This is an optimization exercise on Yosys and OpenROAD, whose aim is small area and few clock cycles, not a production implementation.
RTL that was checked went through simulation tests only; none was proved equivalent to the original.
No functional check of the RTL was part of runs 3 to 6.
Power figures rest on the tool's default switching activity, not on a simulated workload.

===== flow/flow/run.sh =====
#!/bin/bash
# The standard layout, with the port buffers made from the smallest
# buffer cell instead of the flow's default choice.
set -euo pipefail
bash standard.sh "BUFFER_PORTS_ARGS=-buffer_cell sky130_fd_sc_hd__buf_1" finish > standard.log 2>&1

===== flow/standard.sh =====
#!/bin/bash
# synth_recipe.tcl (not shown) runs the flow's synth.tcl, then flattens the netlist and writes it again
# the make line also repeats each setting of config.mk as NAME=value (left out here)
make -C /OpenROAD-flow-scripts/flow DESIGN_CONFIG=/design/flow/config.mk WORK_HOME=/design/flow/orfs CLKGATE_MAP_FILE= SYNTH_SCRIPT=/design/flow/synth_recipe.tcl "${@:-finish}"

===== flow/config.mk =====
export PLATFORM = sky130hd
export DESIGN_NAME = date_string_validator
export DESIGN_NICKNAME = date_string_validator
export VERILOG_FILES = /design/flow/design.v
export SDC_FILE = /design/flow/constraint.sdc
export NUM_CORES = 4
export LEC_CHECK = 0
export CAP_MARGIN = 20
export CORE_MARGIN = 2
export CORE_UTILIZATION = 40
export SLEW_MARGIN = 20

===== flow/constraint.sdc =====
create_clock -name core_clock -period 7.0 [get_ports {i_clk}]
set_input_delay 1.4000 -clock core_clock [delete_from_list [all_inputs] [get_ports {i_clk}]]
set_output_delay 1.4000 -clock core_clock [all_outputs]
set_load 0.01 [all_outputs]

===== flow/design.v =====
`default_nettype none
package dsv_pkg;
    localparam logic [7:0] CHAR_SLASH = 8'h2F;
    localparam logic [13:0] YEAR_MIN_RESET = 14'd2000;
    localparam logic [13:0] YEAR_MAX_RESET = 14'd2999;
    localparam logic CFG_YEAR_MIN = 1'b0;
    localparam logic CFG_YEAR_MAX = 1'b1;
    localparam logic [3:0] ERR_OK       = 4'd0;
    localparam logic [3:0] ERR_MISSING  = 4'd1;
    localparam logic [3:0] ERR_EXTRA    = 4'd2;
    localparam logic [3:0] ERR_EMPTY    = 4'd3;
    localparam logic [3:0] ERR_NONDIGIT = 4'd4;
    localparam logic [3:0] ERR_OVERFLOW = 4'd5;
    localparam logic [3:0] ERR_MONTH    = 4'd6;
    localparam logic [3:0] ERR_YEAR     = 4'd7;
    localparam logic [3:0] ERR_DAY      = 4'd8;
    localparam logic [3:0] MONTH_BIG = 4'hF;
    localparam logic [1:0] CMP_EQ = 2'd0;
    localparam logic [1:0] CMP_LT = 2'd1;
    localparam logic [1:0] CMP_GT = 2'd2;
    typedef struct packed {
        logic [1:0]  slash_count;
        logic        lock;
        logic        empty;
        logic        nondigit;
        logic        overflow;
        logic [3:0]  ndig;
        logic [1:0]  cmp;
        logic        day_big;
        logic [4:0]  day;
        logic [3:0]  month;
        logic        year_big;
        logic [13:0] year;
        logic        zero1;
        logic        zero2;
    } t_parts;
    function automatic logic [15:0] add16(input logic [15:0] a, input logic [15:0] b);
        logic [15:0] s;
        logic        c;
        c = 1'b0;
        for (int i = 0; i < 16; i++) begin
            s[i] = a[i] ^ b[i] ^ c;
            c    = (a[i] & b[i]) | (c & (a[i] ^ b[i]));
        end
        add16 = s;
    endfunction
    function automatic logic lt16(input logic [15:0] a, input logic [15:0] b);
        logic lt;
        lt = 1'b0;
        for (int i = 0; i < 16; i++) begin
            lt = (~a[i] & b[i]) | (~a[i] & lt) | (b[i] & lt);
        end
        lt16 = lt;
    endfunction
endpackage
`default_nettype wire
`default_nettype none
module dsv_accum (
    input  wire logic     i_clk,
    input  wire logic     i_rst_n,
    input  wire logic     i_take,
    input  wire logic [8:0] i_beat,
    output dsv_pkg::t_parts o_state
);
    dsv_pkg::t_parts r_state;
    dsv_pkg::t_parts n_state;
    logic        r_fresh;
    logic [1:0]  slash_count;
    logic        lock;
    logic        empty;
    logic        nondigit;
    logic        overflow;
    logic [3:0]  ndig;
    logic [1:0]  cmp;
    logic [4:0]  day;
    logic        day_big;
    logic [7:0]  ch;
    logic [3:0]  d;
    logic        is_slash;
    logic        is_digit;
    logic        sig;
    logic [3:0]  lim;
    logic [1:0]  ncmp;
    logic [4:0]  day_sum;
    logic        day_carry;
    logic [13:0] year_sum;
    logic        year_carry;
    logic        c;
    assign ch       = i_beat[8:1];
    assign d        = ch[3:0];
    assign is_slash = ch == dsv_pkg::CHAR_SLASH;
    assign is_digit = ch[7:4] == 4'h3 && !(d[3] && (d[2] || d[1]));
    assign slash_count = r_fresh ? 2'd0 : r_state.slash_count;
    assign lock        = !r_fresh && r_state.lock;
    assign empty       = r_fresh || r_state.empty;
    assign nondigit    = !r_fresh && r_state.nondigit;
    assign overflow    = !r_fresh && r_state.overflow;
    assign ndig        = r_fresh ? 4'd0 : r_state.ndig;
    assign cmp         = r_fresh ? dsv_pkg::CMP_EQ : r_state.cmp;
    assign day         = r_fresh ? 5'd0 : r_state.day;
    assign day_big     = !r_fresh && r_state.day_big;
    always_comb begin
        case (ndig)
            4'd0: lim = 4'd2;
            4'd1: lim = 4'd1;
            4'd2: lim = 4'd4;
            4'd3: lim = 4'd7;
            4'd4: lim = 4'd4;
            4'd5: lim = 4'd8;
            4'd6: lim = 4'd3;
            4'd7: lim = 4'd6;
            4'd8: lim = 4'd4;
            default: lim = 4'd7;
        endcase
    end
    always_comb begin
        year_sum[0] = d[0];
        year_sum[1] = r_state.year[0] ^ d[1];
        c           = r_state.year[0] & d[1];
        year_sum[2] = r_state.year[1] ^ d[2] ^ c;
        c           = (r_state.year[1] & d[2]) | (c & (r_state.year[1] ^ d[2]));
        year_sum[3] = r_state.year[2] ^ r_state.year[0] ^ (d[3] | c);
        c           = (r_state.year[2] & r_state.year[0])
                    | ((d[3] | c) & (r_state.year[2] ^ r_state.year[0]));
        for (int i = 4; i < 14; i++) begin
            year_sum[i] = r_state.year[i-1] ^ r_state.year[i-3] ^ c;
            c           = (r_state.year[i-1] & r_state.year[i-3])
                        | (c & (r_state.year[i-1] ^ r_state.year[i-3]));
        end
        year_carry = c | r_state.year[13] | r_state.year[12] | r_state.year[11];
        day_sum[0] = d[0];
        day_sum[1] = day[0] ^ d[1];
        c          = day[0] & d[1];
        day_sum[2] = day[1] ^ d[2] ^ c;
        c          = (day[1] & d[2]) | (c & (day[1] ^ d[2]));
        day_sum[3] = day[2] ^ day[0] ^ (d[3] | c);
        c          = (day[2] & day[0]) | ((d[3] | c) & (day[2] ^ day[0]));
        day_sum[4] = day[3] ^ day[1] ^ c;
        c          = (day[3] & day[1]) | (c & (day[3] ^ day[1]));
        day_carry  = c | day[4] | day[3] | day[2];
    end
    always_comb begin
        n_state = r_state;
        n_state.slash_count = slash_count;
        n_state.lock        = lock;
        n_state.empty       = empty;
        n_state.nondigit    = nondigit;
        n_state.overflow    = overflow;
        n_state.ndig        = ndig;
        n_state.cmp         = cmp;
        n_state.day         = day;
        n_state.day_big     = day_big;
        sig = ndig != 4'd0 || d != 4'd0;
        if (cmp != dsv_pkg::CMP_EQ) begin
            ncmp = cmp;
        end else if (dsv_pkg::lt16({12'b0, d}, {12'b0, lim})) begin
            ncmp = dsv_pkg::CMP_LT;
        end else if (d != lim) begin
            ncmp = dsv_pkg::CMP_GT;
        end else begin
            ncmp = dsv_pkg::CMP_EQ;
        end
        if (is_slash) begin
            n_state.slash_count = {slash_count[1] | slash_count[0], slash_count[1] | ~slash_count[0]};
            n_state.ndig = 4'd0;
            n_state.cmp  = dsv_pkg::CMP_EQ;
            if (!lock) begin
                if (empty || nondigit) begin
                    n_state.lock = 1'b1;
                end else begin
                    n_state.empty = 1'b1;
                end
            end
            if (slash_count == 2'd0) begin
                n_state.month = 4'd0;
            end
            if (slash_count == 2'd1) begin
                n_state.year_big = 1'b0;
                n_state.year     = 14'd0;
                n_state.zero1    = 1'b1;
                n_state.zero2    = 1'b1;
            end
        end else if (slash_count != 2'd3) begin
            if (!lock) begin
                n_state.empty = 1'b0;
                if (!is_digit) begin
                    n_state.nondigit = 1'b1;
                end
            end
            if (is_digit) begin
                if (sig) begin
                    if (ndig == 4'd10) begin
                        n_state.overflow = 1'b1;
                    end else begin
                        n_state.ndig = 4'(dsv_pkg::add16({12'b0, ndig}, 16'd1));
                        n_state.cmp  = ncmp;
                        if (ndig == 4'd9 && ncmp == dsv_pkg::CMP_GT) begin
                            n_state.overflow = 1'b1;
                        end
                    end
                end
                case (slash_count)
                    2'd0: begin
                        n_state.day = day_sum;
                        if (day_carry) begin
                            n_state.day_big = 1'b1;
                        end
                    end
                    2'd1: begin
                        if (r_state.month == 4'd0) begin
                            n_state.month = d;
                        end else if (r_state.month == 4'd1 && !d[3] && !d[2] && !(d[1] && d[0])) begin
                            n_state.month = {1'b1, d[1], !d[1], d[0]};
                        end else begin
                            n_state.month = dsv_pkg::MONTH_BIG;
                        end
                    end
                    default: begin
                        n_state.year = year_sum;
                        if (year_carry) begin
                            n_state.year_big = 1'b1;
                        end
                        n_state.zero2 = r_state.zero1;
                        n_state.zero1 = d == 4'd0;
                    end
                endcase
            end
        end
    end
    always_ff @(posedge i_clk) begin
        if (!i_rst_n) begin
            r_fresh <= 1'b1;
        end else if (i_take) begin
            r_fresh <= i_beat[0];
        end
    end
    always_ff @(posedge i_clk) begin
        if (i_take) begin
            r_state <= n_state;
        end
    end
    assign o_state = r_state;
endmodule
`default_nettype wire
`default_nettype none
module dsv_judge (
    input  wire logic [13:0] i_year_min,
    input  wire logic [13:0] i_year_max,
    input  wire dsv_pkg::t_parts i_snap,
    output logic [26:0]      o_data
);
    logic       leap;
    logic       feb;
    logic       m30;
    logic       day_bad;
    logic [3:0] code;
    always_comb begin
        leap = i_snap.year[1:0] == 2'b00
            && (!(i_snap.zero1 && i_snap.zero2) || i_snap.year[3:2] == 2'b00);
        feb  = i_snap.month == 4'd2;
        m30  = i_snap.month == 4'd4 || i_snap.month == 4'd6
            || i_snap.month == 4'd9 || i_snap.month == 4'd11;
        day_bad = i_snap.day_big || i_snap.day == 5'd0
               || (i_snap.day == 5'd29 && feb && !leap)
               || (i_snap.day == 5'd30 && feb)
               || (i_snap.day == 5'd31 && (feb || m30));
        if (i_snap.slash_count < 2'd2) begin
            code = dsv_pkg::ERR_MISSING;
        end else if (i_snap.slash_count == 2'd3) begin
            code = dsv_pkg::ERR_EXTRA;
        end else if (i_snap.empty) begin
            code = dsv_pkg::ERR_EMPTY;
        end else if (i_snap.nondigit) begin
            code = dsv_pkg::ERR_NONDIGIT;
        end else if (i_snap.overflow) begin
            code = dsv_pkg::ERR_OVERFLOW;
        end else if (i_snap.month == 4'd0 || (i_snap.month[3] && i_snap.month[2] && (i_snap.month[1] || i_snap.month[0]))) begin
            code = dsv_pkg::ERR_MONTH;
        end else if (i_snap.year_big || dsv_pkg::lt16({2'b0, i_snap.year}, {2'b0, i_year_min})
                || dsv_pkg::lt16({2'b0, i_year_max}, {2'b0, i_snap.year})) begin
            code = dsv_pkg::ERR_YEAR;
        end else if (day_bad) begin
            code = dsv_pkg::ERR_DAY;
        end else begin
            code = dsv_pkg::ERR_OK;
        end
        o_data = '0;
        o_data[26:23] = code;
        if (code == dsv_pkg::ERR_OK) begin
            o_data[22:18] = i_snap.day;
            o_data[17:14] = i_snap.month;
            o_data[13:0]  = i_snap.year;
        end
    end
endmodule
`default_nettype wire
`default_nettype none
module date_string_validator (
    input  wire logic        i_clk,
    input  wire logic        i_rst_n,
    input  wire logic        i_valid,
    output logic             o_stall,
    input  wire logic [8:0]  i_data,
    output logic             o_valid,
    input  wire logic        i_stall,
    output logic [26:0] o_data,
    input  wire logic        i_cfg_we,
    input  wire logic        i_cfg_index,
    input  wire logic [13:0] i_cfg_data
);
    logic        r_valid;
    logic        take;
    logic [13:0] r_year_min;
    logic [13:0] r_year_max;
    dsv_pkg::t_parts state;
    assign o_stall = r_valid && i_stall;
    assign take    = i_valid && !o_stall;
    assign o_valid = r_valid;
    always_ff @(posedge i_clk) begin
        if (!i_rst_n) begin
            r_valid <= 1'b0;
        end else if (!o_stall) begin
            r_valid <= take && i_data[0];
        end
    end
    always_ff @(posedge i_clk) begin
        if (!i_rst_n) begin
            r_year_min <= dsv_pkg::YEAR_MIN_RESET;
            r_year_max <= dsv_pkg::YEAR_MAX_RESET;
        end else if (i_cfg_we) begin
            if (i_cfg_index == dsv_pkg::CFG_YEAR_MIN) begin
                r_year_min <= i_cfg_data;
            end
            if (i_cfg_index == dsv_pkg::CFG_YEAR_MAX) begin
                r_year_max <= i_cfg_data;
            end
        end
    end
    dsv_accum u_accum (
        .i_clk   (i_clk),
        .i_rst_n (i_rst_n),
        .i_take  (take && i_rst_n),
        .i_beat  (i_data),
        .o_state (state)
    );
    dsv_judge u_judge (
        .i_year_min (r_year_min),
        .i_year_max (r_year_max),
        .i_snap     (state),
        .o_data     (o_data)
    );
endmodule
`default_nettype wire

==> results of run 1 <==
## worst max-delay path: stages
cell and delay, ns:
buf_1 0.09, ha_1 0.16, fa_1 0.16, nor2_1 0.06, fa_1 0.39, fa_1 0.39
fa_1 0.38, fa_1 0.39, fa_1 0.39, fa_1 0.40, fa_1 0.39, fa_1 0.40
fa_1 0.38, inv_1 0.08, fa_1 0.17, fa_1 0.15, or4_1 0.10, nand3_1 0.07
a211oi_1 0.24
## per-layer routing
| metal | up-vias | wire (um) | share of wire |
|---|---|---|---|
| met5 | - | 0 | 0 |
| met4 | 0 | 168 | 0.015 |
| met3 | 14 | 502 | 0.044 |
| met2 | 90 | 5589 | 0.48 |
| met1 | 1880 | 5279 | 0.46 |
| li1 | 1871 | - | - |
## path summary, 6_finish.rpt
path	startpoint	endpoint	slack (ns)	depth (start not counted)
hold / removal	r_year_max[12]	r_year_max[12]	0.48	2
hold reg to reg	r_year_max[12]	r_year_max[12]	0.48	2
setup / recovery	i_data[2]	u_accum.r_state[16]	0.86	19
setup reg to reg	u_accum.r_state[2]	u_accum.r_state[16]	1.63	18
## power by group through the flow
stage	Sequential, uW	Combinational, uW	Clock (uW)
after floorplan	458	69.9	0
after global placement	465	94.3	0
after CTS	456	97.3	341
final	456	96.7	334
after global routing	458	110	356
after detailed placement	465	96.7	0
## cell type report
cell class	instances	area, um2
Fill cell	1090	5842
Multi-Input combinational cell	359	2386
Sequential cell	69	1772
Timing Repair Buffer	64	266.5
Tap cell	140	175.2
Inverter	41	153.9
Clock buffer	9	123.9
Clock inverter	7	73.82
## synth_stat cells, types with 5 or more instances
master / number / area [um2]
fa_1: 15 / 300.3
dfxtp_1: 30 / 600.6
o21ai_0: 22 / 110.1
a31oi_1: 7 / 43.79
nor3_1: 5 / 25.02
o211ai_1: 9 / 67.56
nor2_1: 38 / 142.6
nand2b_1: 16 / 100.1
a21oi_1: 15 / 75.07
nand3_1: 17 / 85.08
o22ai_1: 10 / 62.56
and2_1: 7 / 43.79
edfxtp_1: 39 / 1171
buf_2: 6 / 30.03
nand3b_1: 5 / 37.54
a211oi_1: 6 / 45.04
ha_1: 11 / 137.6
inv_1: 38 / 142.6
nor4_1: 17 / 106.4
or4_1: 5 / 37.54
nor2b_1: 13 / 81.33
a21boi_0: 15 / 112.6
nand2_1: 70 / 262.8
clkbuf_1: 19 / 71.32
## kinds of logic (layout without fill, tap and decap cells)
| kind of cell | count (synthesis) | count (layout) |
|---|---|---|
| simple gates | 211 | 211 |
| xor+xnor | 1 | 1 |
| mux | 3 | 3 |
| buf+inv | 67 | 121 |
| fa+ha+maj | 27 | 27 |
| compound gates | 117 | 117 |
| flops | 69 | 69 |
## flip-flops by register name (all words and copies together), names as in the netlist
name,count
r_valid,1
r_year_max,14
r_year_min,14
u_accum.r_fresh,1
u_accum.r_state,39
## metrics by stage
| stage | cells | cell area [um2] | hold slack, ns | utilization | power [uW] |
|---|---|---|---|---|---|
| 5_1_grt | 689 | 4951 | 0.5113 | 0.4587 | 924.0 |
| 2_1_floorplan | 495 | 4412 | 0.4422 | - | 528.2 |
| 3_5_place_dp | 673 | 4750 | 0.4753 | 0.4401 | 561.7 |
| 6_report | 689 | 4951 | 0.4804 | 0.4587 | 886.0 |
| 3_3_place_gp | 673 | 4750 | 0.4691 | 0.4401 | 558.9 |
| 4_1_cts | 689 | 4947 | 0.4876 | 0.4584 | 894.2 |
==> metrics.md, run 1 <==
| Metric | Value |
|---|---|
| Outcome | finished clean |
| Grt ovf | 0 |
| Synthesized Nets | 550 |
| Vias in the first global route | 3713 |
| Core Footprint | 10790 um2 |
| Post-synthesis compound-gate area fraction | 0.1818 |
| F_max | 163.0 MHz |
| Die Y | 109.0 um |
| DP HPWL | 8566 um |
| P_sw | 265.5 uW |
| Synthesized area | 4412 um2 |
| Clock transition at path regs | 0.09 ns |
| Critical path class | in -> reg |
| Detailed-router iteration count before antenna repair | 6 |
| Warnings from Yosys | 3 |
| Largest family of logic cells by synthesized area | simple AND/OR/NAND/NOR gates |
| Global-route met1 utilization | 0.2813 |
| Busiest grt layer | met2 |
| Synth Area in Simple Gates | 0.2462 |
| Die width | 109.0 um |
| TritonCTS clock tree | done |
| Crit Path Max Fanout | 2 |
| Xor/xnor share of the synthesized area | 0.001985 |
| GRT met2 Usage | 0.3292 |
| Main flop type after synthesis | edfxtp_1 |
| GPL Wtd Cong | 0.8417 |
| Mux cell area share after synthesis | 0.007374 |
| Cts hold-fix bufs | 0 |
| Met3 GRT Util | 0.03407 |
| Vias | 3855 |
| Synth async-reset ratio | 0 |
| Ports | 58 |
| Drt via density | 5.595 |
| # DRC | 0 |
| Post-synth EDFFs | 39 |
| Tmin final | 6.137 ns |
| Setup TNS | 0 ns |
| Post-Synthesis Cells | 495 |
| Final setup fails | 0 |
| DRT antenna net count | 0 |
| CTS Buf Count | 9 |
| Pre-CTS setup slack | 0.4758 ns |
| Routed WL | 11540 um |
| Arrival time at the worst endpoint | 6.20 ns |
| Fin. Hold Viols | 0 |
| Max_slew headroom | 0.3738 |
| FF+latch count, synth | 69 |
| Layout cells sized above 1 | 0.07286 |
| Worst-Skew Late Latency | 0.37 ns |
| Avg WL per Cell | 16.75 um |
| Synth unique cells | 60 |
| CTS resizes | 0 |
| Power per Cell Area | 179.0 nW/um2 |
| Setup Buffers After CTS | 0 |
| Slew Viols, Final | 0 |
| Sequential share of the synthesized area | 0.4016 |
| Largest net degree at the start of global routing | 32 |
| Sw Ratio | 0.2997 |
| First-pass GRT wire length | 18670 um |
| Clk network pwr share | 0.377 |
| Final WS setup | 0.8635 ns |
| Clk sinks | 69 |
| Final Cycle Share | 0.8766 |
| Area of the die | 11890 um2 |
| Clock Tree Root | clkbuf_8 |
| Slew @ Worst Pin | 0.9393 ns |
| Nets@finish | 599 |
| Worst endpoint required time | 7.06 ns |
| Worst min-delay path class | reg -> reg |
| Drt initial violations | 240 |
| CP Launch Type | primary input |
| VDD IR max | 0.00007487 V |
| Max_cap viols | 0 |
| Gr usage total | 0.2052 |
| Antenna violations before repair | 0 |
| Clk_skew | 0.01450 ns |
| Number of diodes | 0 |
| Share of power burned in registers | 0.514 |
| Avg Cell Area, Syn | 8.913 um2 |
| Most common cell after layout, fill and taps aside | nand2_1 |
| Internal Power | 620.5 uW |
| # H-tree levels | 3 |
| Crit. End Element | register |
| RSZ-0062 raised after global routing | no |
| Combinational power share | 0.109 |
| Initial Util | 0.4088 |
| Post-synthesis adder-cell area fraction | 0.1015 |
| CTS Buffer Depth | 2 |
| LEAKAGE | 0.001880 uW |
| Area delta synth->final | 12.22% |
| Commonest non-fill, non-tap cells in the layout | 70 x nand2_1, 57 x buf_1, 39 x edfxtp_1, 38 x inv_1, 38 x nor2_1 |
| Port bufs | 57 |
| # rows | 38 |
Testbench counts, summed over its fixed seeds: cycles 32,331.
==> run 2, diff against run 1 <==
==> flow/run.sh (new file) <==
#!/bin/bash
# synth_recipe.tcl (not shown) runs the flow's synth.tcl, then flattens the netlist and writes it again
# the make line also repeats each setting of config.mk as NAME=value (left out here)
make -C /OpenROAD-flow-scripts/flow DESIGN_CONFIG=/design/flow/config.mk WORK_HOME=/design/flow/orfs CLKGATE_MAP_FILE= SYNTH_SCRIPT=/design/flow/synth_recipe.tcl finish
removed: flow/flow/run.sh
removed: flow/standard.sh
==> metrics.md, run 2 <==
| Metric | Value |
|---|---|
| Clk_skew | 0.006771 ns (was 0.01450 ns) |
| Avg WL per Cell | 16.91 um (was 16.75 um) |
| Clock transition at path regs | 0.10 ns (was 0.09 ns) |
| Multi-input gate area | 2385 um2 (was 2386 um2) |
| Die Y | 109.0 um (unchanged) |
| CP Launch Type | primary input (unchanged) |
| Main flop type after synthesis | edfxtp_1 (unchanged) |
| Avg Cell Area, Syn | 8.913 um2 (unchanged) |
| Clock Tree Root | clkbuf_8 (unchanged) |
| FF+latch count, synth | 69 (unchanged) |
| F_max | 153.6 MHz (was 163.0 MHz) |
| Max_slew headroom | 0.2997 (was 0.3738) |
| Slew @ Worst Pin | 1.049 ns (was 0.9393 ns) |
| CTS Buf Count | 9 (unchanged) |
| Critical path class | in -> reg (unchanged) |
| Nets@finish | 598 (was 599) |
| Antenna violations before repair | 0 (unchanged) |
| Worst min-delay path class | reg -> reg (unchanged) |
| Dominant cells by area after synthesis | edfxtp_1 27%, dfxtp_1 14%, fa_1 6.8% (unchanged) |
| Synth async-reset ratio | 0 (unchanged) |
| Clk sinks | 69 (unchanged) |
| DP HPWL | 8594 um (was 8566 um) |
| Most flop-heavy register | u_accum.r_state (unchanged) |
| Post-Synthesis Cells | 495 (unchanged) |
| Worst-Skew Late Latency | 0.36 ns (was 0.37 ns) |
| RSZ-0062 raised after global routing | no (unchanged) |
| Synthesized area | 4412 um2 (unchanged) |
| Post-synth EDFFs | 39 (unchanged) |
| Power per Cell Area | 169.7 nW/um2 (was 179.0 nW/um2) |
| Setup Buffers After CTS | 0 (unchanged) |
| DRT antenna net count | 0 (unchanged) |
| Vias | 3870 (was 3855) |
| LEAKAGE | 0.002019 uW (was 0.001880 uW) |
| Drt initial violations | 251 (was 240) |
| Commonest cells post-synth | 70 x nand2_1, 39 x edfxtp_1, 38 x inv_1, 38 x nor2_1, 30 x dfxtp_1 (unchanged) |
| Vias in the first global route | 3673 (was 3713) |
| Slew Viols, Final | 0 (unchanged) |
| Cts hold-fix bufs | 0 (unchanged) |
| Final setup fails | 0 (unchanged) |
| Crit. End Element | register (unchanged) |
| Detailed-router iteration count before antenna repair | 7 (was 6) |
| # DRC | 0 (unchanged) |
| Sequential share of the synthesized area | 0.4016 (unchanged) |
| Number of diodes | 0 (unchanged) |
| Count leader, synth | nand2_1 (unchanged) |
| Fin. Hold Viols | 0 (unchanged) |
| Min Hold Slack | 0.4893 ns (was 0.4804 ns) |
| Warnings from Yosys | 3 (unchanged) |
| Setup TNS | 0 ns (unchanged) |
| Final Cycle Share | 0.9302 (was 0.8766) |
| Outcome | finished clean (unchanged) |
| Layout cells sized above 1 | 0.06934 (was 0.07286) |
| Area delta synth->final | 20.19% (was 12.22%) |
| Yosys top cell by area | edfxtp_1 (unchanged) |
| Register area | 1772 um2 (unchanged) |
| # rows | 38 (unchanged) |
| Area of the die | 11890 um2 (unchanged) |
| CTS Buffer Depth | 2 (unchanged) |
| First-pass GRT wire length | 18750 um (was 18670 um) |
| Max_cap viols | 0 (unchanged) |
| Drt via density | 5.625 (was 5.595) |
| Tmin final | 6.512 ns (was 6.137 ns) |
| Biggest regs | u_accum.r_state (39), r_year_max (14), r_year_min (14) (unchanged) |
| Fillers | 1033 (was 1090) |
| Largest net degree at the start of global routing | 32 (unchanged) |
| TritonCTS clock tree | done (unchanged) |
| Synthesized Nets | 550 (unchanged) |
| Initial Util | 0.4088 (unchanged) |
| Area share of the largest cell type after synthesis | 0.2655 (unchanged) |
| Number of flip-flops in the largest register | 39 (unchanged) |
| Commonest non-fill, non-tap cells in the layout | 70 x nand2_1, 57 x clkdlybuf4s50_1, 39 x edfxtp_1, 38 x inv_1, 38 x nor2_1 (was 70 x nand2_1, 57 x buf_1, 39 x edfxtp_1, 38 x inv_1, 38 x nor2_1) |
| # H-tree levels | 3 (unchanged) |
| Crit Path Max Fanout | 2 (unchanged) |
| GPL Wtd Cong | 0.8528 (was 0.8417) |
| Most common cell after layout, fill and taps aside | nand2_1 (unchanged) |
| Arrival time at the worst endpoint | 6.56 ns (was 6.20 ns) |
| CTS resizes | 0 (unchanged) |
| Ports | 58 (unchanged) |
| Final WS setup | 0.4885 ns (was 0.8635 ns) |
| Synth unique cells | 60 (unchanged) |
| Die width | 109.0 um (unchanged) |
| Core Footprint | 10790 um2 (unchanged) |
| Routed WL | 11640 um (was 11540 um) |
| Gr usage total | 0.2052 (about the same) |
| Worst endpoint required time | 7.05 ns (was 7.06 ns) |
| Grt ovf | 0 (unchanged) |
| Pre-CTS setup slack | 0.09659 ns (was 0.4758 ns) |
| VDD IR max | 0.00007665 V (was 0.00007487 V) |
| Port bufs | 57 (unchanged) |
-- run 2: cell types whose count changed in the layout (fill, tap and decap cells not counted), sizes merged --
cell           before  now
buf                64    6
clkdlybuf4s50       0   57
-- run 2: critical path: stages --
cell,delay [ns]
clkdlybuf4s50_1,0.48
ha_1,0.16
fa_1,0.16
nor2_1,0.06
fa_1,0.38
fa_1,0.39
fa_1,0.40
fa_1,0.39
fa_1,0.39
fa_1,0.39
fa_1,0.39
fa_1,0.38
fa_1,0.37
inv_1,0.08
fa_1,0.18
fa_1,0.15
or4_1,0.10
nand3_1,0.08
a211oi_1,0.24
-- run 2: cells by family (layout without fill, tap and decap cells) --
family          count (synthesis)  in the layout  synth area share
flops                          69             69            0.4016
mux                             3              3          0.007374
simple gates                  211            211            0.2462
buf+inv                        67            120           0.05956
compound gates                117            117            0.1818
fa+ha+maj                      27             27            0.1015
xor+xnor                        1              1          0.001986
-- run 2: path summary, 6_finish.rpt --
check	slack (ns)	depth (start not counted)	to	start
max	0.49	19	u_accum.r_state[16]	i_data[2]
min	0.49	2	r_year_max[0]	r_year_max[0]
max reg2reg	1.59	18	u_accum.r_state[16]	u_accum.r_state[2]
min reg2reg	0.49	2	r_year_max[0]	r_year_max[0]
-- run 2: power breakdown --
group | internal [uW] | switching (uW)
clock | 142 | 193
combinational | 49.7 | 56.8
sequential | 442 | 17.3
-- run 2: per-layer routing --
layer  GRT usage  wire (um)  vias to the layer above
li1            -          -                     1879
met1      0.2823       5349                     1852
met2      0.3256       5484                      112
met3     0.02690        542                       27
met4     0.08516        260                        0
met5           0          0                        -
-- run 2: through the flow --
| step | instance area [um2] | util | power, uW | instances |
|---|---|---|---|---|
| 2_1_floorplan | 4412 | - | 528.2 | 495 |
| 3_3_place_gp | 5091 | 0.4717 | 570.5 | 671 |
| 6_report | 5303 | 0.4913 | 899.7 | 688 |
| 3_5_place_dp | 5094 | 0.4719 | 573.3 | 671 |
| 4_1_cts | 5291 | 0.4903 | 909.4 | 687 |
| 5_1_grt | 5303 | 0.4913 | 938.5 | 688 |
-- run 2: layout make-up --
class / count / area share
Sequential cell: 69 / 0.3341
Clock buffer: 9 / 0.02336
Clock inverter: 7 / 0.01392
Tap cell: 140 / 0.03303
Multi-Input combinational cell: 359 / 0.4497
Timing Repair Buffer: 63 / 0.1168
Inverter: 41 / 0.02902
==> run 3, diff against run 2 <==
--- a/flow/design.v
+++ b/flow/design.v
@@ -246,4 +246,4 @@
 module dsv_judge (
-    input  wire logic [13:0] i_year_min,
-    input  wire logic [13:0] i_year_max,
+    input  wire logic [13:0] i_year_min_n,
+    input  wire logic [13:0] i_year_max_n,
     input  wire dsv_pkg::t_parts i_snap,
@@ -256,2 +256,16 @@
     logic [3:0] code;
+    logic       c_max;
+    logic       c_min;
+    logic       above_max;
+    logic       below_min;
+    always_comb begin
+        c_max = 1'b0;
+        c_min = 1'b1;
+        for (int i = 0; i < 14; i++) begin
+            c_max = (i_snap.year[i] & i_year_max_n[i]) | (c_max & (i_snap.year[i] | i_year_max_n[i]));
+            c_min = (i_snap.year[i] & i_year_min_n[i]) | (c_min & (i_snap.year[i] | i_year_min_n[i]));
+        end
+        above_max = c_max;
+        below_min = !c_min;
+    end
     always_comb begin
@@ -278,4 +292,3 @@
             code = dsv_pkg::ERR_MONTH;
-        end else if (i_snap.year_big || dsv_pkg::lt16({2'b0, i_snap.year}, {2'b0, i_year_min})
-                || dsv_pkg::lt16({2'b0, i_year_max}, {2'b0, i_snap.year})) begin
+        end else if (i_snap.year_big || below_min || above_max) begin
             code = dsv_pkg::ERR_YEAR;
@@ -312,4 +325,4 @@
     logic        take;
-    logic [13:0] r_year_min;
-    logic [13:0] r_year_max;
+    logic [13:0] r_year_min_n;
+    logic [13:0] r_year_max_n;
     dsv_pkg::t_parts state;
@@ -327,10 +340,10 @@
         if (!i_rst_n) begin
-            r_year_min <= dsv_pkg::YEAR_MIN_RESET;
-            r_year_max <= dsv_pkg::YEAR_MAX_RESET;
+            r_year_min_n <= ~dsv_pkg::YEAR_MIN_RESET;
+            r_year_max_n <= ~dsv_pkg::YEAR_MAX_RESET;
         end else if (i_cfg_we) begin
             if (i_cfg_index == dsv_pkg::CFG_YEAR_MIN) begin
-                r_year_min <= i_cfg_data;
+                r_year_min_n <= ~i_cfg_data;
             end
             if (i_cfg_index == dsv_pkg::CFG_YEAR_MAX) begin
-                r_year_max <= i_cfg_data;
+                r_year_max_n <= ~i_cfg_data;
             end
@@ -346,4 +359,4 @@
     dsv_judge u_judge (
-        .i_year_min (r_year_min),
-        .i_year_max (r_year_max),
+        .i_year_min_n (r_year_min_n),
+        .i_year_max_n (r_year_max_n),
         .i_snap     (state),
==> flow/flow/run.sh (new file) <==
#!/bin/bash
# The standard layout, with the port buffers made from the smallest
# buffer cell instead of the flow's default choice.
set -euo pipefail
bash standard.sh "BUFFER_PORTS_ARGS=-buffer_cell sky130_fd_sc_hd__buf_1" finish > standard.log 2>&1
==> flow/standard.sh (new file) <==
#!/bin/bash
# synth_recipe.tcl (not shown) runs the flow's synth.tcl, then flattens the netlist and writes it again
# the make line also repeats each setting of config.mk as NAME=value (left out here)
make -C /OpenROAD-flow-scripts/flow DESIGN_CONFIG=/design/flow/config.mk WORK_HOME=/design/flow/orfs CLKGATE_MAP_FILE= SYNTH_SCRIPT=/design/flow/synth_recipe.tcl "${@:-finish}"
--- a/flow/config.mk
+++ b/flow/config.mk
@@ -7,5 +7,8 @@
 export LEC_CHECK = 0
+export ABC_AREA = 1
 export CAP_MARGIN = 20
 export CORE_MARGIN = 2
-export CORE_UTILIZATION = 40
+export CORE_UTILIZATION = 70
+export CTS_CLUSTER_DIAMETER = 150
+export CTS_CLUSTER_SIZE = 40
 export SLEW_MARGIN = 20
removed: flow/run.sh
==> metrics.md, run 3 <==
| Metric | Value |
|---|---|
| Outcome | finished clean (unchanged) |
| Area of the die | 6636 um2 (was 11890 um2) |
| Setup TNS | 0 ns (unchanged) |
| RSZ-0062 raised after global routing | no (unchanged) |
| Die Y | 81.46 um (was 109.0 um) |
| Core Footprint | 5851 um2 (was 10790 um2) |
| Worst-Skew Late Latency | 0.35 ns (was 0.36 ns) |
| LEAKAGE | 0.002183 uW (was 0.002019 uW) |
| Biggest regs | u_accum.r_state (39), r_year_max_n (14), r_year_min_n (14) (was u_accum.r_state (39), r_year_max (14), r_year_min (14)) |
| VDD IR max | 0.0001750 V (was 0.00007665 V) |
| # H-tree levels | 3 (unchanged) |
| Most common cell after layout, fill and taps aside | nand2_1 (unchanged) |
| Final Cycle Share | 0.9498 (was 0.9302) |
| R2r startpoint | u_accum.r_state[2] (unchanged) |
| Critical path class | in -> reg (unchanged) |
| Max_cap viols | 0 (unchanged) |
| Core Util, Final | 0.8054 (was 0.4913) |
| CP endpoint | u_accum.r_state[16] (unchanged) |
| Gr usage total | 0.3107 (was 0.2052) |
| Die width | 81.46 um (was 109.0 um) |
| Crit. End Element | register (unchanged) |
| Cts hold-fix bufs | 0 (unchanged) |
| Drt via density | 5.553 (was 5.625) |
| Avg WL per Cell | 14.19 um (was 16.91 um) |
| Routed WL | 9804 um (was 11640 um) |
| Slew Viols, Final | 0 (unchanged) |
| Clock transition at path regs | 0.08 ns (was 0.10 ns) |
| Number of flip-flops in the largest register | 39 (unchanged) |
| Final WS setup | 0.3511 ns (was 0.4885 ns) |
| F_max | 150.4 MHz (was 153.6 MHz) |
| Clk sinks | 69 (unchanged) |
| Synth unique cells | 33 (was 60) |
| Post-Synthesis Cells | 548 (was 495) |
| Antenna violations before repair | 0 (unchanged) |
| Crit Path Max Fanout | 2 (unchanged) |
| # rows | 28 (was 38) |
| Dominant cells by area after synthesis | edfxtp_1 28%, dfxtp_1 14%, nand2_1 9.4% (was edfxtp_1 27%, dfxtp_1 14%, fa_1 6.8%) |
| Sequential share of the synthesized area | 0.4218 (was 0.4016) |
| Detailed-router iteration count before antenna repair | 5 (was 7) |
| Setup Buffers After CTS | 0 (unchanged) |
| Count leader, synth | nand2_1 (unchanged) |
| Vias in the first global route | 3400 (was 3673) |
| DP HPWL | 7217 um (was 8594 um) |
| First-pass GRT wire length | 15190 um (was 18750 um) |
| Max_slew headroom | 0.3881 (was 0.2997) |
| Worst r2r path cells | 19 (was 18) |
| DRT antenna net count | 0 (unchanged) |
| Yosys top cell by area | edfxtp_1 (unchanged) |
| Area delta synth->final | 12.18% (was 20.19%) |
| CTS resizes | 0 (unchanged) |
| Warnings from Yosys | 3 (unchanged) |
| Main flop type after synthesis | edfxtp_1 (unchanged) |
| Arrival time at the worst endpoint | 6.64 ns (was 6.56 ns) |
| FF+latch count, synth | 69 (unchanged) |
| Avg Cell Area, Syn | 7.665 um2 (was 8.913 um2) |
| Worst endpoint required time | 6.99 ns (was 7.05 ns) |
| Post-synth EDFFs | 39 (unchanged) |
| Largest net degree at the start of global routing | 24 (was 32) |
| Initial Util | 0.7179 (was 0.4088) |
| Drt initial violations | 364 (was 251) |
| TritonCTS clock tree | done (unchanged) |
| Vias | 3837 (was 3870) |
| Ports | 58 (unchanged) |
| Worst min-delay path class | reg -> reg (unchanged) |
| Power per Cell Area | 190.9 nW/um2 (was 169.7 nW/um2) |
| Clock Tree Root | clkbuf_8 (unchanged) |
| Final setup fails | 0 (unchanged) |
| RR Endpoint | u_accum.r_state[16] (unchanged) |
| CP Launch Type | primary input (unchanged) |
| Nets@finish | 666 (was 598) |
| CTS Buf Count | 9 (unchanged) |
| # DRC | 0 (unchanged) |
| GPL Wtd Cong | 0.9126 (was 0.8528) |
| Layout cells sized above 1 | 0.05032 (was 0.06934) |
| Worst setup startpoint | i_data[2] (unchanged) |
| Synthesized area | 4200 um2 (was 4412 um2) |
| Commonest cells post-synth | 105 x nand2_1, 98 x inv_1, 79 x nor2_1 (was 70 x nand2_1, 39 x edfxtp_1, 38 x inv_1, 38 x nor2_1, 30 x dfxtp_1) |
| Synthesized Nets | 603 (was 550) |
| Number of diodes | 0 (unchanged) |
| CTS Buffer Depth | 2 (unchanged) |
| Slew @ Worst Pin | 0.9094 ns (was 1.049 ns) |
| Commonest non-fill, non-tap cells in the layout | 105 x nand2_1, 98 x inv_1, 79 x nor2_1, 58 x o21ai_0, 57 x buf_1 (was 70 x nand2_1, 57 x clkdlybuf4s50_1, 39 x edfxtp_1, 38 x inv_1, 38 x nor2_1) |
| Reg2Reg Setup Slack | 1.12 ns (was 1.59 ns) |
| Fin. Hold Viols | 0 (unchanged) |
| Synth async-reset ratio | 0 (unchanged) |
| Area share of the largest cell type after synthesis | 0.2788 (was 0.2655) |
| Pre-CTS setup slack | 0.1751 ns (was 0.09659 ns) |
| Most flop-heavy register | u_accum.r_state (unchanged) |
| Port bufs | 57 (unchanged) |
| Clk_skew | 0.008742 ns (was 0.006771 ns) |
| Grt ovf | 0 (unchanged) |
| Tmin final | 6.649 ns (was 6.512 ns) |
[run 3: how the worst min path moves through the flow]
stage / end / slack, ns / startpoint / cells past startpoint
2_1_floorplan: r_year_max_n[12] / 0.44 / r_year_max_n[12] / 2
3_3_place_gp: r_year_max_n[3] / 0.45 / r_year_max_n[3] / 2
3_5_place_dp: r_year_max_n[12] / 0.47 / r_year_max_n[12] / 2
4_1_cts: r_year_max_n[12] / 0.49 / r_year_max_n[12] / 2
5_1_grt: r_year_min_n[5] / 0.51 / r_year_min_n[5] / 2
6_report: r_year_max_n[12] / 0.48 / r_year_max_n[12] / 2
[run 3: power by group]
group	switching (uW)	leakage, uW	internal (uW)
sequential	12.7	0.000618	443
clock	157	0.000110	183
combinational	68.0	0.00145	35.0
total	238	0.00218	661
[run 3: logic make-up after synthesis]
kind of cell    count (synthesis)  share of synthesized area
simple gates                  212                     0.2032
compound gates                131                     0.1689
buf+inv                       110                     0.1019
flops                          69                     0.4218
fa+ha+maj                      26                     0.1043
[run 3: per-stage QoR]
| step | hold WS (ns) | std cells | power [uW] | cell area [um2] |
|---|---|---|---|---|
| 3_5_place_dp | 0.4662 | 675 | 565.2 | 4498 |
| 5_1_grt | 0.5143 | 691 | 932.6 | 4712 |
| 2_1_floorplan | 0.4426 | 548 | 532.1 | 4200 |
| 4_1_cts | 0.4856 | 691 | 899.8 | 4712 |
| 6_report | 0.4812 | 691 | 899.3 | 4712 |
| 3_3_place_gp | 0.4549 | 675 | 561.3 | 4498 |
[run 3: worst max-delay path: stages]
cell       delay (ns)
buf_1            0.12
ha_1             0.19
fa_1             0.17
nor2_1           0.06
fa_1             0.40
fa_1             0.40
fa_1             0.41
fa_1             0.41
fa_1             0.42
fa_1             0.44
fa_1             0.41
fa_1             0.39
fa_1             0.36
inv_1            0.07
fa_1             0.20
fa_1             0.18
nor4_1           0.04
nand2_1          0.08
nand2_1          0.06
a2111oi_0        0.42
[run 3: layer usage]
layer | vias up | routed length (um) | track usage
li1 | 1904 | - | -
met1 | 1753 | 4046 | 0.3609
met2 | 154 | 4945 | 0.5541
met3 | 26 | 597 | 0.07363
met4 | 0 | 214 | 0.1203
met5 | - | 0 | 0
[run 3: layout make-up]
cell class                 instances  area (um2)
inverter                         100       375.4
sequential                        69        1772
timing repair buffer              62       251.5
tap                               75       93.84
clock buffer                      13       191.4
multi-input combinational        369        2006
fill                             416        1139
clock inverter                     3       22.52
==> run 4, diff against run 3 <==
--- a/flow/config.mk
+++ b/flow/config.mk
@@ -11,4 +11,2 @@
 export CORE_UTILIZATION = 70
-export CTS_CLUSTER_DIAMETER = 150
-export CTS_CLUSTER_SIZE = 40
 export SLEW_MARGIN = 20
==> metrics.md, run 4 <==
| Metric | Value |
|---|---|
| Most common cell after layout, fill and taps aside | nand2_1 (unchanged) |
| Worst min-delay path class | reg -> reg (unchanged) |
| Sw Ratio | 0.2646 (unchanged) |
| DP HPWL | 7217 um (unchanged) |
| CP peak stage delay | 0.44 ns (about the same) |
| Crit-path cells | buf_1 > ha_1 > fa_1 > nor2_1 > fa_1 > fa_1 > fa_1 > fa_1 > fa_1 > fa_1 > fa_1 > fa_1 > fa_1 > inv_1 > fa_1 > fa_1 > nor4_1 > nand2_1 > nand2_1 > a2111oi_0 (unchanged) |
| Max_cap viols | 0 (unchanged) |
| Drt initial violations | 364 (unchanged) |
| DRT antenna net count | 0 (unchanged) |
| Yosys top cell by area | edfxtp_1 (unchanged) |
| Vias in the first global route | 3400 (unchanged) |
| Internal Power | 661.3 uW (unchanged) |
| Avg Cell Area, Syn | 7.665 um2 (unchanged) |
| Slowest CP cell | fa_1 (unchanged) |
| Fin. Hold Viols | 0 (unchanged) |
| Crit Path Max Fanout | 2 (unchanged) |
| Final setup fails | 0 (unchanged) |
| CTS Buffer Depth | 2 (unchanged) |
| Crit. End Element | register (unchanged) |
| FF+latch count, synth | 69 (unchanged) |
| Gr usage total | 0.3107 (unchanged) |
| First-pass GRT wire length | 15190 um (unchanged) |
| Critical path class | in -> reg (unchanged) |
| Worst r2r path cells | 19 (unchanged) |
| Number of diodes | 0 (unchanged) |
| Number of flip-flops in the largest register | 39 (unchanged) |
| Fillers | 416 (unchanged) |
| LEAKAGE | 0.002183 uW (unchanged) |
| Arrival time at the worst endpoint | 6.64 ns (about the same) |
| Clock Tree Root | clkbuf_8 (unchanged) |
| Vias | 3837 (unchanged) |
| Routed WL | 9804 um (unchanged) |
| Nets@finish | 666 (unchanged) |
| Critical path depth | 20 (unchanged) |
| CP Launch Type | primary input (unchanged) |
| Final Cycle Share | 0.9498 (unchanged) |
| # DRC | 0 (unchanged) |
| Dominant cells by area after synthesis | edfxtp_1 28%, dfxtp_1 14%, nand2_1 9.4% (unchanged) |
| Setup Buffers After CTS | 0 (unchanged) |
| CTS Buf Count | 9 (unchanged) |
| GPL Wtd Cong | 0.9126 (unchanged) |
| Synthesized area | 4200 um2 (unchanged) |
| Area of the die | 6636 um2 (unchanged) |
| Die Y | 81.46 um (unchanged) |
| Post-synth EDFFs | 39 (unchanged) |
| Worst endpoint required time | 6.99 ns (about the same) |
| Sequential share of the synthesized area | 0.4218 (unchanged) |
| Avg WL per Cell | 14.19 um (unchanged) |
| Worst-Skew Late Latency | 0.35 ns (about the same) |
| VDD IR max | 0.0001750 V (unchanged) |
| Area share of the largest cell type after synthesis | 0.2788 (unchanged) |
| Combinational power share | 0.115 (about the same) |
| Warnings from Yosys | 3 (unchanged) |
| CTS resizes | 0 (unchanged) |
| Detailed-router iteration count before antenna repair | 5 (unchanged) |
| Outcome | finished clean (unchanged) |
| Largest net degree at the start of global routing | 24 (unchanged) |
| Initial Util | 0.7179 (unchanged) |
| Power per Cell Area | 190.9 nW/um2 (unchanged) |
| Cts hold-fix bufs | 0 (unchanged) |
| F_max | 150.4 MHz (unchanged) |
| Worst Hold Path Cells | 2 (unchanged) |
| Commonest non-fill, non-tap cells in the layout | 105 x nand2_1, 98 x inv_1, 79 x nor2_1, 58 x o21ai_0, 57 x buf_1 (unchanged) |
| Clk_skew | 0.008742 ns (unchanged) |
| Count leader, synth | nand2_1 (unchanged) |
| # rows | 28 (unchanged) |
| TritonCTS clock tree | done (unchanged) |
| Share of power burned in registers | 0.507 (about the same) |
| Most flop-heavy register | u_accum.r_state (unchanged) |
| Max_slew headroom | 0.3881 (unchanged) |
| R2r startpoint | u_accum.r_state[2] (unchanged) |
| Layout cells sized above 1 | 0.05032 (unchanged) |
| Worst Hold Launch | r_year_max_n[12] (unchanged) |
| Drt via density | 5.553 (unchanged) |
| Clk sinks | 69 (unchanged) |
| Post-Synthesis Cells | 548 (unchanged) |
| Core Footprint | 5851 um2 (unchanged) |
| Biggest regs | u_accum.r_state (39), r_year_max_n (14), r_year_min_n (14) (unchanged) |
| Tmin final | 6.649 ns (unchanged) |
| Critical path's most frequent cell | fa_1 (unchanged) |
| Synth unique cells | 33 (unchanged) |
| Ports | 58 (unchanged) |
| Delay-heaviest family, CP | adder cells (unchanged) |
| Non-Filler Instances | 691 (unchanged) |
| Buf/Inv on CP | 2 (unchanged) |
| Placed cell count | 675 (unchanged) |
| Reg2Reg Setup Slack | 1.12 ns (about the same) |
| Core Util, Final | 0.8054 (unchanged) |
| P_sw | 237.9 uW (unchanged) |
| Synth async-reset ratio | 0 (unchanged) |
| Main flop type after synthesis | edfxtp_1 (unchanged) |
| Grt ovf | 0 (unchanged) |
| Worst setup startpoint | i_data[2] (unchanged) |
| Port bufs | 57 (unchanged) |
| # H-tree levels | 3 (unchanged) |
| Setup TNS | 0 ns (unchanged) |
| Antenna violations before repair | 0 (unchanged) |
| Clk network pwr share | 0.378 (about the same) |
| Synthesized Nets | 603 (unchanged) |
| Clock transition at path regs | 0.08 ns (about the same) |
| Die width | 81.46 um (unchanged) |
| RSZ-0062 raised after global routing | no (unchanged) |
| Slew Viols, Final | 0 (unchanged) |
| Slew @ Worst Pin | 0.9094 ns (unchanged) |
| Commonest cells post-synth | 105 x nand2_1, 98 x inv_1, 79 x nor2_1 (unchanged) |
| Area delta synth->final | 12.18% (unchanged) |
run 4: area by class of cell:
type                       instances  area [um2]  area share
clock inverter                     3       22.52    0.004780
clock buffer                      13       191.4     0.04063
multi-input combinational        369        2006      0.4256
timing repair buffer              62       251.5     0.05337
sequential                        69        1772      0.3760
tap                               75       93.84     0.01992
inverter                         100       375.4     0.07966
run 4: logic make-up (layout without fill, tap and decap cells):
logic type | after synthesis | in the layout | share of synthesized area
simple gates | 212 | 212 | 0.2032
compound gates | 131 | 131 | 0.1689
buf+inv | 110 | 178 | 0.1019
flops | 69 | 69 | 0.4218
fa+ha+maj | 26 | 26 | 0.1043
run 4: worst min-delay path, cell delays in order, from the launching register on:
cell	delay (ns)
dfxtp_1	0.34
a21oi_1	0.06
o21ai_0	0.06
run 4: path summary, 6_finish.rpt:
path / to
worst min-delay path: r_year_max_n[12]
worst min register to register: r_year_max_n[12]
worst max-delay path: u_accum.r_state[16]
worst max register to register: u_accum.r_state[16]
run 4: stage by stage:
step	cell area [um2]	power, uW	setup WS, ns	hold WS (ns)
detailed placement	4498	565.2	0.1751	0.4662
floorplan	4200	532.1	0.7049	0.4426
global route	4712	932.6	0.07985	0.5143
global placement	4498	561.3	0.3889	0.4549
finish	4712	899.3	0.3511	0.4812
CTS	4712	899.8	0.4083	0.4856
run 4: power groups by stage:
stage                     logic [uW]  registers (uW)  clock network [uW]
after floorplan                 72.0             460                   0
after global placement          97.2             464                   0
after detailed placement         101             465                   0
after CTS                        101             455                 343
after global routing             117             458                 357
final                            103             456                 340
run 4: routing by layer:
metal	vias up	global-route usage	wire, um	part of all wire
met1	1753	0.3609	4046	0.41
met3	26	0.07363	597	0.061
met5	-	0	0	0
met2	154	0.5541	4945	0.50
met4	0	0.1203	214	0.022
li1	1904	-	-	-
==> run 5, diff against run 4 <==
==> flow/flow/run.sh (replaced) <==
#!/bin/bash
# The standard synthesis, then its combinational logic re-mapped for area
# by ABC (every register kept, same cell and name), then the standard
# layout with the port buffers made from the smallest buffer cell.
set -euo pipefail
HERE=$(pwd)
R=$HERE/orfs/results/$FLOW_PLATFORM/date_string_validator/base
L=$HERE/orfs/logs/$FLOW_PLATFORM/date_string_validator/base
YOSYS=$(command -v yosys || echo "$FLOW_HOME/../tools/install/yosys/bin/yosys")

bash standard.sh synth > standard_synth.log 2>&1
cp "$R/1_2_yosys.v" "$HERE/synth_standard.v"

LIB=$FLOW_HOME/platforms/$FLOW_PLATFORM/lib/sky130_fd_sc_hd__tt_025C_1v80.lib
DU=$(grep -o -- "-dont_use [A-Za-z0-9_]*" "$L/1_2_yosys.log" | sort -u | tr '\n' ' ')
SEQ=$(grep -o "sky130_fd_sc_hd__[a-z0-9_]*" synth_standard.v | sort -u | grep -E "__(e?s?df|dl|sedf)" | tr '\n' ' ')
sed -e "s#@LIB@#$LIB#g" -e "s#@SEQ@#$SEQ#" -e "s#@DU@#$DU#" \
    -e "s#@IN@#$HERE/synth_standard.v#" -e "s#@OUT@#$R/1_2_yosys.v#" \
    -e "s#@SCRIPT@#$HERE/flow/area.abc#" -e "s#@TOP@#$FLOW_TOP#" flow/reopt.ys > reopt.ys
"$YOSYS" -s reopt.ys > reopt.log 2>&1
rm -f "$R/1_synth.odb" "$R/1_synth.sdc"

bash standard.sh "BUFFER_PORTS_ARGS=-buffer_cell sky130_fd_sc_hd__buf_1" finish > standard.log 2>&1
==> flow/flow/area.abc (new file) <==
strash
balance -l; resub -K 6 -l; rewrite -l; resub -K 6 -N 2 -l; refactor -l; resub -K 8 -l; balance -l; resub -K 8 -N 2 -l; rewrite -l; resub -K 10 -l; rewrite -z -l; resub -K 10 -N 2 -l; balance -l; resub -K 12 -l; refactor -z -l; resub -K 12 -N 2 -l; rewrite -z -l; balance -l
&get -n
&st
&dch -f
&nf -a -R 1000
&put
topo
==> flow/flow/reopt.ys (new file) <==
# Re-map the standard synthesis's combinational logic for area. Registers
# (sequential cells) stay as they are, as black boxes with their names.
read_liberty -ignore_miss_func @LIB@
blackbox @SEQ@
read_verilog @IN@
hierarchy -top @TOP@
flatten
opt_clean -purge
abc -liberty @LIB@ @DU@ -script @SCRIPT@
opt_clean -purge
hilomap -singleton -hicell sky130_fd_sc_hd__conb_1 HI -locell sky130_fd_sc_hd__conb_1 LO
insbuf -buf sky130_fd_sc_hd__buf_4 A X
splitnets
opt_clean -purge
stat -liberty @LIB@
write_verilog -noattr -nohex -nodec @OUT@

# The written netlist on its own, with every cell a library black box.
design -reset
read_liberty -lib @LIB@
read_verilog @OUT@
hierarchy -check -top @TOP@
check -assert -mapped
stat -liberty @LIB@
==> metrics.md, run 5 <==
| Metric | Value |
|---|---|
| Outcome | finished clean (unchanged) |
| Post-DP Area | 4118 um2 (was 4498 um2) |
| Final Cycle Share | 0.8679 (was 0.9498) |
| Setup TNS | 0 ns (unchanged) |
| Grt ovf | 0 (unchanged) |
| Clock transition at path regs | 0.08 ns (about the same) |
| Power per Cell Area | 211.7 nW/um2 (was 190.9 nW/um2) |
| # DRC | 0 (unchanged) |
| Max_slew headroom | 0.3946 (was 0.3881) |
| Crit. End Element | register (unchanged) |
| Worst setup startpoint | i_data[3] (was i_data[2]) |
| Crit Path Max Fanout | 3 (was 2) |
| Worst Hold Path Cells | 2 (unchanged) |
| Slew Viols, Final | 0 (unchanged) |
| Setup Buffers After CTS | 0 (unchanged) |
| GPL Wtd Cong | 0.9072 (was 0.9126) |
| Worst Hold Launch | r_year_min_n[0] (was r_year_max_n[12]) |
| Avg Cell Area, Syn | 8.881 um2 (was 7.665 um2) |
| Worst min-delay path class | reg -> reg (unchanged) |
| Critical path class | in -> reg (unchanged) |
| Fillers | 313 (was 416) |
| Area delta synth->final | 14.81% (was 12.18%) |
| Drt initial violations | 467 (was 364) |
| Vias in the first global route | 3557 (was 3400) |
| Slew @ Worst Pin | 0.9081 ns (was 0.9094 ns) |
| Worst r2r path cells | 17 (was 19) |
| Final setup fails | 0 (unchanged) |
| Combinational power share | 0.092 (was 0.115) |
| CTS Buffer Depth | 2 (unchanged) |
| Vias | 3769 (was 3837) |
| Number of flip-flops in the largest register | 39 (unchanged) |
| Synthesized Nets | 457 (was 603) |
| Clk sinks | 69 (unchanged) |
| Clk network pwr share | 0.411 (was 0.378) |
| Core Footprint | 5172 um2 (was 5851 um2) |
| Area of the die | 6036 um2 (was 6636 um2) |
| Commonest non-fill, non-tap cells in the layout | 57 x nand2_1, 56 x buf_1, 49 x o21ai_0, 48 x a21oi_1, 39 x edfxtp_1 (was 105 x nand2_1, 98 x inv_1, 79 x nor2_1, 58 x o21ai_0, 57 x buf_1) |
| Post-Synthesis Cells | 428 (was 548) |
| Cts hold-fix bufs | 0 (unchanged) |
| Port bufs | 57 (unchanged) |
| DRT antenna net count | 0 (unchanged) |
| Clock Tree Root | clkbuf_8 (unchanged) |
| Core Util, Final | 0.8437 (was 0.8054) |
| CTS Buf Count | 9 (unchanged) |
| Routed WL | 9746 um (was 9804 um) |
| Die width | 77.69 um (was 81.46 um) |
| Worst endpoint required time | 7.06 ns (was 6.99 ns) |
| Most flop-heavy register | u_accum.r_state (unchanged) |
| Layout cells sized above 1 | 0.03777 (was 0.05032) |
| Warnings from Yosys | 3 (unchanged) |
| Gr usage total | 0.3405 (was 0.3107) |
| Max_cap viols | 0 (unchanged) |
| F_max | 164.6 MHz (was 150.4 MHz) |
| # H-tree levels | 3 (unchanged) |
| Arrival time at the worst endpoint | 6.13 ns (was 6.64 ns) |
| Fin. Hold Viols | 0 (unchanged) |
| Avg WL per Cell | 17.01 um (was 14.19 um) |
| Nets@finish | 527 (was 666) |
| VDD IR max | 0.0001521 V (was 0.0001750 V) |
| R2r startpoint | u_accum.r_state[3] (was u_accum.r_state[2]) |
| # rows | 26 (was 28) |
| Final Cell Area | 4364 um2 (was 4712 um2) |
| TritonCTS clock tree | done (unchanged) |
| Ports | 58 (unchanged) |
| Initial Util | 0.7349 (was 0.7179) |
| Most common cell after layout, fill and taps aside | nand2_1 (unchanged) |
| CP Launch Type | primary input (unchanged) |
| Share of power burned in registers | 0.497 (was 0.507) |
| DP HPWL | 6570 um (was 7217 um) |
| Synthesized area | 3801 um2 (was 4200 um2) |
| Largest net degree at the start of global routing | 32 (was 24) |
| Number of diodes | 0 (unchanged) |
| RSZ-0062 raised after global routing | no (unchanged) |
| Biggest regs | u_accum.r_state (39), r_year_max_n (14), r_year_min_n (14) (unchanged) |
| CTS resizes | 0 (unchanged) |
| Internal Power | 691.4 uW (was 661.3 uW) |
| Die Y | 77.69 um (was 81.46 um) |
| LEAKAGE | 0.001557 uW (was 0.002183 uW) |
| Clk_skew | 0.008142 ns (was 0.008742 ns) |
| First-pass GRT wire length | 16350 um (was 15190 um) |
| Detailed-router iteration count before antenna repair | 6 (was 5) |
| Drt via density | 6.578 (was 5.553) |
| Worst-Skew Late Latency | 0.35 ns (about the same) |
| Tmin final | 6.075 ns (was 6.649 ns) |
| Antenna violations before repair | 0 (unchanged) |
| Sw Ratio | 0.2515 (was 0.2646) |
| P_sw | 232.3 uW (was 237.9 uW) |
run 5: changes by cell type in the layout (fill, tap and decap cells not counted), sizes merged, moves of 13 or more:
| cell | change |
|---|---|
| xor2 | +13 |
| nand2 | -50 |
| inv | -100 |
| nor2 | -45 |
| and2 | +27 |
| o211ai | +15 |
| fa | -15 |
run 5: path summary, 6_finish.rpt:
path / end / slack [ns]
min: r_year_min_n[0] / 0.51
min reg2reg: r_year_min_n[0] / 0.51
max: u_accum.r_state[16] / 0.92
max reg2reg: u_accum.r_state[16] / 1.42
run 5: layout make-up:
cell class | count | area [um2] | area share
Tap cell | 70 | 87.58 | 0.02007
Timing Repair Buffer | 59 | 230.2 | 0.05275
Sequential cell | 69 | 1772 | 0.4060
Inverter | 7 | 26.28 | 0.006021
Clock buffer | 14 | 227.7 | 0.05218
Clock inverter | 2 | 15.01 | 0.003440
Multi-Input combinational cell | 352 | 2006 | 0.4596
run 5: metal layers:
layer / vias up / GRT usage / wire (um)
li1: 1756 / - / -
met1: 1742 / 0.4628 / 4011
met2: 225 / 0.5233 / 4524
met3: 46 / 0.06744 / 884
met4: 0 / 0.1661 / 325
met5: - / 0 / 0
run 5: stage by stage:
step                setup WS [ns]  std cells  hold slack, ns  total power (uW)
floorplan                   1.056        428          0.4538             517.1
global placement           0.8089        557          0.4706             544.3
detailed placement         0.6384        557          0.4946             548.8
CTS                        0.9447        573          0.5084             915.7
global route               0.6580        573          0.5386             944.4
finish                     0.9248        573          0.5066             923.8
run 5: critical path, stage by stage:
cell	delay, ns
buf_1	0.09
xor2_1	0.17
and3_1	0.22
a211o_1	0.31
nand2_1	0.08
nand2_1	0.09
maj3_1	0.41
maj3_1	0.41
maj3_1	0.40
maj3_1	0.40
maj3_1	0.40
maj3_1	0.41
maj3_1	0.40
xor2_1	0.24
nand2_1	0.11
a31oi_1	0.29
nand2_1	0.09
a21boi_0	0.20
run 5: power by group through the flow:
stage / logic, uW / registers, uW / clock network [uW]
floorplan: 54.1 / 463 / 0
global placement: 77.3 / 467 / 0
detailed placement: 81.1 / 468 / 0
CTS: 83.0 / 459 / 374
global route: 95.6 / 461 / 388
finish: 84.8 / 459 / 380
==> run 6, diff against run 5 <==
--- a/flow/flow/run.sh
+++ b/flow/flow/run.sh
@@ -22,2 +22,3 @@
 
-bash standard.sh "BUFFER_PORTS_ARGS=-buffer_cell sky130_fd_sc_hd__buf_1" finish > standard.log 2>&1
+bash standard.sh "BUFFER_PORTS_ARGS=-buffer_cell sky130_fd_sc_hd__buf_1" \
+    "CTS_ARGS=-sink_clustering_enable -repair_clock_nets -sink_clustering_size 35 -sink_clustering_max_diameter 100 -dont_use_dummy_load" finish > standard.log 2>&1
==> metrics.md, run 6 <==
| Metric | Value |
|---|---|
| Outcome | finished clean (unchanged) |
| Layout cells sized above 1 | 0.02621 (was 0.03777) |
| CTS Buffer Depth | 2 (unchanged) |
| Worst endpoint required time | 7.04 ns (was 7.06 ns) |
| Core Util, Final | 0.8208 (was 0.8437) |
| DP HPWL | 6570 um (unchanged) |
| Clock transition at path regs | 0.06 ns (was 0.08 ns) |
| Avg WL per Cell | 16.48 um (was 17.01 um) |
| Antenna violations before repair | 0 (unchanged) |
| Final Cell Area | 4245 um2 (was 4364 um2) |
| Number of flip-flops in the largest register | 39 (unchanged) |
| # DRC | 0 (unchanged) |
| Synthesized area | 3801 um2 (unchanged) |
| P_sw | 201.6 uW (was 232.3 uW) |
| CTS Buf Count | 9 (unchanged) |
| RSZ-0062 raised after global routing | no (unchanged) |
| # H-tree levels | 3 (unchanged) |
| Tmin final | 6.002 ns (was 6.075 ns) |
| Slew Viols, Final | 0 (unchanged) |
| First-pass GRT wire length | 15820 um (was 16350 um) |
| Sw Ratio | 0.2546 (was 0.2515) |
| Setup TNS | 0 ns (unchanged) |
| Most common cell after layout, fill and taps aside | nand2_1 (unchanged) |
| DRT antenna net count | 0 (unchanged) |
| Crit Path Max Fanout | 3 (unchanged) |
| Cts hold-fix bufs | 0 (unchanged) |
| Largest net degree at the start of global routing | 32 (unchanged) |
| TritonCTS clock tree | done (unchanged) |
| Post-Synthesis Cells | 428 (unchanged) |
| Fillers | 349 (was 313) |
| Die width | 77.69 um (unchanged) |
| Vias in the first global route | 3543 (was 3557) |
| Clock Tree Root | clkbuf_8 (unchanged) |
| Biggest regs | u_accum.r_state (39), r_year_max_n (14), r_year_min_n (14) (unchanged) |
| Clk network pwr share | 0.314 (was 0.411) |
| # rows | 26 (unchanged) |
| Drt initial violations | 432 (was 467) |
| CP Launch Type | primary input (unchanged) |
| LEAKAGE | 0.001498 uW (was 0.001557 uW) |
| Final WS setup | 0.9977 ns (was 0.9248 ns) |
| Multi-input gate area | 2006 um2 (unchanged) |
| Number of diodes | 0 (unchanged) |
| Detailed-router iteration count before antenna repair | 5 (was 6) |
| Max_slew headroom | 0.3951 (was 0.3946) |
| Die Y | 77.69 um (unchanged) |
| Initial Util | 0.7349 (unchanged) |
| Drt via density | 6.500 (was 6.578) |
| Max_cap viols | 0 (unchanged) |
| Warnings from Yosys | 3 (unchanged) |
| Core Footprint | 5172 um2 (unchanged) |
| Nets@finish | 527 (unchanged) |
| Post-DP Area | 4118 um2 (unchanged) |
| Worst-Skew Late Latency | 0.35 ns (about the same) |
| Most flop-heavy register | u_accum.r_state (unchanged) |
| Final Cycle Share | 0.8575 (was 0.8679) |
| Register area | 1772 um2 (unchanged) |
| Crit. End Element | register (unchanged) |
| Area delta synth->final | 11.69% (was 14.81%) |
| Share of power burned in registers | 0.580 (was 0.497) |
| F_max | 166.6 MHz (was 164.6 MHz) |
| Pre-CTS setup slack | 0.6384 ns (unchanged) |
| R2r startpoint | u_accum.r_state[3] (unchanged) |
| Worst setup startpoint | i_data[3] (unchanged) |
| Clk_skew | 0.01813 ns (was 0.008142 ns) |
| Worst Hold Launch | r_year_min_n[0] (unchanged) |
| Slew @ Worst Pin | 0.9073 ns (was 0.9081 ns) |
| Commonest non-fill, non-tap cells in the layout | 57 x nand2_1, 56 x buf_1, 49 x o21ai_0, 48 x a21oi_1, 39 x edfxtp_1 (unchanged) |
| Synthesized Nets | 457 (unchanged) |
| Avg Cell Area, Syn | 8.881 um2 (unchanged) |
| Routed WL | 9330 um (was 9746 um) |
| Combinational power share | 0.106 (was 0.092) |
| Power per Cell Area | 186.5 nW/um2 (was 211.7 nW/um2) |
| Final setup fails | 0 (unchanged) |
| Worst min-delay path class | reg -> reg (unchanged) |
| Critical path class | in -> reg (unchanged) |
| GPL Wtd Cong | 0.9072 (unchanged) |
| Min Hold Slack | 0.5083 ns (was 0.5066 ns) |
| CTS resizes | 0 (unchanged) |
| Clk sinks | 69 (unchanged) |
| Area of the die | 6036 um2 (unchanged) |
| Ports | 58 (unchanged) |
| Setup Buffers After CTS | 0 (unchanged) |
| Grt ovf | 0 (unchanged) |
| Internal Power | 590.2 uW (was 691.4 uW) |
| Fin. Hold Viols | 0 (unchanged) |
| Vias | 3679 (was 3769) |
| Gr usage total | 0.3292 (was 0.3405) |
| Port bufs | 57 (unchanged) |
| VDD IR max | 0.0001596 V (was 0.0001521 V) |
| Arrival time at the worst endpoint | 6.04 ns (was 6.13 ns) |
run 6: path summary, 6_finish.rpt:
kind | slack (ns) | endpoint | cells after the start
setup reg to reg | 1.51 | u_accum.r_state[16] | 17
setup / recovery | 1.0 | u_accum.r_state[16] | 18
hold reg to reg | 0.51 | r_year_min_n[0] | 2
hold / removal | 0.51 | r_year_min_n[0] | 2
run 6: layer usage:
metal  routed length, um  vias up  track usage
li1                    -     1753            -
met1                3896     1704       0.4350
met2                4402      192       0.5233
met3                 798       30      0.07093
met4                 232        0       0.1446
met5                   0        -            0
run 6: layout make-up:
cell class	count	area share
flip-flops and latches	69	0.4173
clock buffers	9	0.02918
well taps	70	0.02063
repair buffers	59	0.05423
multi-input cells	352	0.4724
inverters	7	0.006189
run 6: stage by stage:
| stage | std cells | power, uW |
|---|---|---|
| after detailed placement | 557 | 548.8 |
| after CTS | 566 | 787.3 |
| after global placement | 557 | 544.3 |
| after global routing | 566 | 813.9 |
| after floorplan | 428 | 517.1 |
| final | 566 | 791.7 |
run 6: worst max-delay path, cell delays in order:
cell and delay [ns]:
buf_1 0.09, xor2_1 0.17, and3_1 0.22, a211o_1 0.30
nand2_1 0.08, nand2_1 0.08, maj3_1 0.40, maj3_1 0.40
maj3_1 0.40, maj3_1 0.40, maj3_1 0.40, maj3_1 0.41
maj3_1 0.40, xor2_1 0.24, nand2_1 0.11, a31oi_1 0.27
nand2_1 0.09, a21boi_0 0.19
run 6: power groups by stage:
stage               Sequential (uW)  Clock (uW)  Combinational [uW]
floorplan                       463           0                54.1
global placement                467           0                77.3
detailed placement              468           0                81.1
CTS                             459         246                81.9
global route                    462         257                94.8
finish                          460         249                83.6

-- afterwards: timing with drivers on the ports --
In the flow no input, the clock included, has a driving cell. The finished layouts below were timed again as built, in two steps.
Step 1 assumes that a clkbuf_16 drives the clock port and a buf_2 every other input.
Step 2 times the ports against the registers' clock, not the clock port: input delays grow and output delays shrink by t, the midpoint of the rising clock arrivals with the driver on.
Three values: ideal, step 1, step 2; two values: the first two.
run	t (ns)	setup slack, ns	worst hold slack (ns)	worst register clock-pin slew, ns
run 1	0.397	0.863 / 0.872 / 0.476	0.480 / 0.480 / 0.480	0.10 / 0.10
run 2	0.396	0.488 / 0.500 / 0.105	0.489 / 0.489 / 0.489	0.10 / 0.10
run 3	0.382	0.351 / 0.361 / -0.021	0.481 / 0.481 / 0.481	0.08 / 0.08
run 4	0.382	0.351 / 0.361 / -0.021	0.481 / 0.481 / 0.481	0.08 / 0.08
run 5	0.379	0.925 / 0.932 / 0.553	0.507 / 0.507 / 0.507	0.08 / 0.08
run 6	0.374	0.998 / 1.006 / 0.632	0.508 / 0.508 / 0.508	0.08 / 0.08
With both steps, setup timing fails in run 3 and run 4, where it was met with ideal ports. The setup slack of run 1, which loses most, moves by +0.009 ns with the drivers and by -0.387 ns with both steps.
